This design comes from an exercise in tuning for small area on the open sky130 flow, not from production work. Function was checked by simulation only, so behaviour that the tests miss may differ from the original. Power figures rest on the tool's default switching activity, not on a simulated workload.

==> v29 <==
==> flow/design.v (excerpt) <==
module rv_decode_stage (
    input  logic         clk,
    input  logic         rst,
    input  logic [31:0]  inst,
    input  logic [31:0]  inst_pc,
    input  logic         inst_valid,
    output logic         inst_ready,
    output logic         alu_valid,
    input  logic         alu_ready,
    output logic [144:0] alu_pkt,    
    input  logic         jmp_done,
    input  logic [37:0]  wb          
);
==> module rf_rd_bit, before the edit <==
module rf_rd_bit (
    input  logic [30:0] sel,
    input  logic [30:0] d,
    output logic        y
);
    logic [10:0] n;
    logic [2:0]  p;
    for (genvar k = 0; k < 10; k++) begin : g_aoi
        g_aoi222 i_aoi (
            .a1(sel[3*k]),   .a2(d[3*k]),
            .b1(sel[3*k+1]), .b2(d[3*k+1]),
            .c1(sel[3*k+2]), .c2(d[3*k+2]),
            .y (n[k])
        );
    end
    g_nand2 i_last (.a(sel[30]), .b(d[30]), .y(n[10]));
    g_nand4 i_p0 (.a(n[0]), .b(n[1]), .c(n[2]),  .d(n[3]), .y(p[0]));
    g_nand4 i_p1 (.a(n[4]), .b(n[5]), .c(n[6]),  .d(n[7]), .y(p[1]));
    g_nand3 i_p2 (.a(n[8]), .b(n[9]), .c(n[10]),           .y(p[2]));
    g_or3   i_y  (.a(p[0]), .b(p[1]), .c(p[2]),            .y(y));
endmodule
export LEC_CHECK = 0
export CAP_MARGIN = 20
export CORE_MARGIN = 2
export CORE_UTILIZATION = 40
export SETUP_SLACK_MARGIN = 0.2
export SLEW_MARGIN = 20
export SYNTH_HIERARCHICAL = 1
create_clock -name core_clock -period 5.5 [get_ports {clk}]
standard.sh (not shown) runs the stock make flow with config.mk's settings and CLKGATE_MAP_FILE= SYNTH_SCRIPT=/design/flow/synth_recipe.tcl, a recipe that flattens the netlist after the stock synthesis.
==> flow/flow/run.sh <==
#!/bin/bash
# Standard layout with two changes: plain buf_1 cells as the port buffers
# (instead of the delay buffer buffer_ports picks by default), and a clock
# tree of larger sink clusters, without dummy loads.
set -euo pipefail
export BUFFER_PORTS_ARGS="-buffer_cell sky130_fd_sc_hd__buf_1"
export CTS_ARGS="-sink_clustering_enable -repair_clock_nets -dont_use_dummy_load -buf_list {sky130_fd_sc_hd__clkbuf_8} -sink_clustering_size 14 -sink_clustering_max_diameter 50"
bash standard.sh finish > standard_flow.log 2>&1
==> v26: changes against v29 <==
--- a/flow/design.v
+++ b/flow/design.v
@@ -191,10 +191,10 @@
         );
     end
     g_nand2 i_last (.a(sel[30]), .b(d[30]), .y(n[10]));
-    g_nand4 i_p0 (.a(n[0]), .b(n[1]), .c(n[2]),  .d(n[3]), .y(p[0]));
-    g_nand4 i_p1 (.a(n[4]), .b(n[5]), .c(n[6]),  .d(n[7]), .y(p[1]));
-    g_nand3 i_p2 (.a(n[8]), .b(n[9]), .c(n[10]),           .y(p[2]));
-    g_or3   i_y  (.a(p[0]), .b(p[1]), .c(p[2]),            .y(y));
+    g_and4  i_p0 (.a(n[0]), .b(n[1]), .c(n[2]),  .d(n[3]), .y(p[0]));
+    g_and4  i_p1 (.a(n[4]), .b(n[5]), .c(n[6]),  .d(n[7]), .y(p[1]));
+    g_and3  i_p2 (.a(n[8]), .b(n[9]), .c(n[10]),           .y(p[2]));
+    g_nand3 i_y  (.a(p[0]), .b(p[1]), .c(p[2]),            .y(y));
 endmodule
 module dec_sel (
     input  logic [4:0]  a,
Settings changed: CORE_UTILIZATION 40 to 50, PLACE_DENSITY from default to 0.7.
==> v12: changes against v29 <==
--- a/flow/design.v
+++ b/flow/design.v
@@ -191,10 +191,10 @@
         );
     end
     g_nand2 i_last (.a(sel[30]), .b(d[30]), .y(n[10]));
-    g_nand4 i_p0 (.a(n[0]), .b(n[1]), .c(n[2]),  .d(n[3]), .y(p[0]));
-    g_nand4 i_p1 (.a(n[4]), .b(n[5]), .c(n[6]),  .d(n[7]), .y(p[1]));
-    g_nand3 i_p2 (.a(n[8]), .b(n[9]), .c(n[10]),           .y(p[2]));
-    g_or3   i_y  (.a(p[0]), .b(p[1]), .c(p[2]),            .y(y));
+    g_and4  i_p0 (.a(n[0]), .b(n[1]), .c(n[2]),  .d(n[3]), .y(p[0]));
+    g_and4  i_p1 (.a(n[4]), .b(n[5]), .c(n[6]),  .d(n[7]), .y(p[1]));
+    g_and3  i_p2 (.a(n[8]), .b(n[9]), .c(n[10]),           .y(p[2]));
+    g_nand3 i_y  (.a(p[0]), .b(p[1]), .c(p[2]),            .y(y));
 endmodule
 module dec_sel (
     input  logic [4:0]  a,
==> flow/flow/run.sh (replaced) <==
#!/bin/bash
# Standard layout with two changes: plain buf_1 cells as the port buffers
# (instead of the delay buffer buffer_ports picks by default), and a clock
# tree of larger sink clusters, without dummy loads.
set -euo pipefail
export BUFFER_PORTS_ARGS="-buffer_cell sky130_fd_sc_hd__buf_1"
export CTS_ARGS="-sink_clustering_enable -repair_clock_nets -dont_use_dummy_load -buf_list {sky130_fd_sc_hd__clkbuf_8} -sink_clustering_size 16 -sink_clustering_max_diameter 50"
bash standard.sh finish > standard_flow.log 2>&1
Settings changed: SETUP_SLACK_MARGIN 0.2 to 0.1.
==> impl_metrics.csv <==
group,metric,value,unit
die,start_util,40.3,%
timing,fin_ws,0.178,ns
die,tap_cells,1512,
outcome,outcome,"timing/DRC/antenna clean",
grt,grt_max_degree,66,
placement,dp_hpwl,132000,um
placement,gp_congestion,0.991,
detailed_routing,num_vias,37500,
synthesis,synth_top_cell_area_share,64.7,%
die,fp.dieW,343,um
pwr,pg_clk,4.32,mW
pwr,p_clk_share,30.6,%
cells_and_area,layoutNonFillerInstCount,5202,
grt,use_met3,10.9,%
pwr,p_leak,16.2,nW
pwr,p_sw_share,22.5,%
(the above is from v12)
==> impl_metrics.csv <==
group,metric,value,unit
outcome,outcome,"timing/DRC/antenna clean",
synthesis,synth_top_cell_area_share,65.1,%
die,tap_cells,1512,
cells_and_area,layoutNonFillerInstCount,5244,
die,start_util,40.2,%
detailed_routing,wl_per_cell,37.7,um
pwr,p_leak,17.4,nW
die,fp.dieW,342,um
cells_and_area,ff_latch_area,31700,um^2
placement,dp_hpwl,132000,um
pwr,p_sw_share,22.5,%
pwr,pg_clk,4.52,mW
grt,grt_pass1_vias,35800,
placement,gp_congestion,1.01,
timing,worst_slew_pin_slew,1.13,ns
timing,fin_ws,0.228,ns
detailed_routing,route.detailed.drc,0,
pwr,p_clk_share,31.6,%
placement,place_ws,0.194,ns
cells_and_area,largest_register_ffs,992,
(the above is from v29)
==> impl_metrics.csv <==
group,metric,value,unit
die,start_util,50.3,%
pwr,p_leak,16.1,nW
placement,gp_congestion,1.05,
detailed_routing,num_vias,37900,
placement,dp_hpwl,122000,um
synthesis,synth_top_cell_area_share,64.7,%
grt,use_met3,13.1,%
die,fp.dieW,307,um
grt,grt_max_degree,68,
timing,fin_ws,0.152,ns
timing,fmax,0.187,GHz
outcome,outcome,"timing/DRC/antenna clean",
pwr,p_clk_share,30.4,%
pwr,p_sw_share,22.2,%
flow_run,maxCapViolations,0,
worst_setup_path,max_stage_delay,0.42,ns
die,tap_cells,1186,
detailed_routing,first_iter_violations,9469,
(the above is from v26)

[re-timing with driven ports]
The results above use ideal ports. As a check the final layouts listed here were re-extracted and re-timed, cells and wires unchanged.
Step 1 (the two cells are an assumption about what drives the block):
set clk [get_ports {clk}]
set_driving_cell -lib_cell sky130_fd_sc_hd__clkbuf_16 $clk
set_driving_cell -lib_cell sky130_fd_sc_hd__buf_2 [delete_from_list [all_inputs] $clk]
Step 2 times the ports against the registers' clock, not the clock port: input delays grow and output delays shrink by t, the midpoint of the rising clock arrivals with the driver on.
a / b / c = ideal ports / drivers / drivers and shift; a / b = the first two.
run	t (ns)	setup slack, ns	hold WS [ns]	worst setup path at the end
v29	0.842	0.228 / 0.193 / 0.193	0.517 / 0.517 / 0.517	input to output
v26	0.781	0.152 / 0.124 / 0.124	0.525 / 0.525 / 0.525	input to output
v12	0.857	0.178 / 0.152 / 0.152	0.533 / 0.533 / 0.533	input to output
After both steps setup and hold are still met in every run listed. For v29, which loses most, drivers alone change the setup slack by -0.035 ns; drivers and shift together by -0.035 ns.
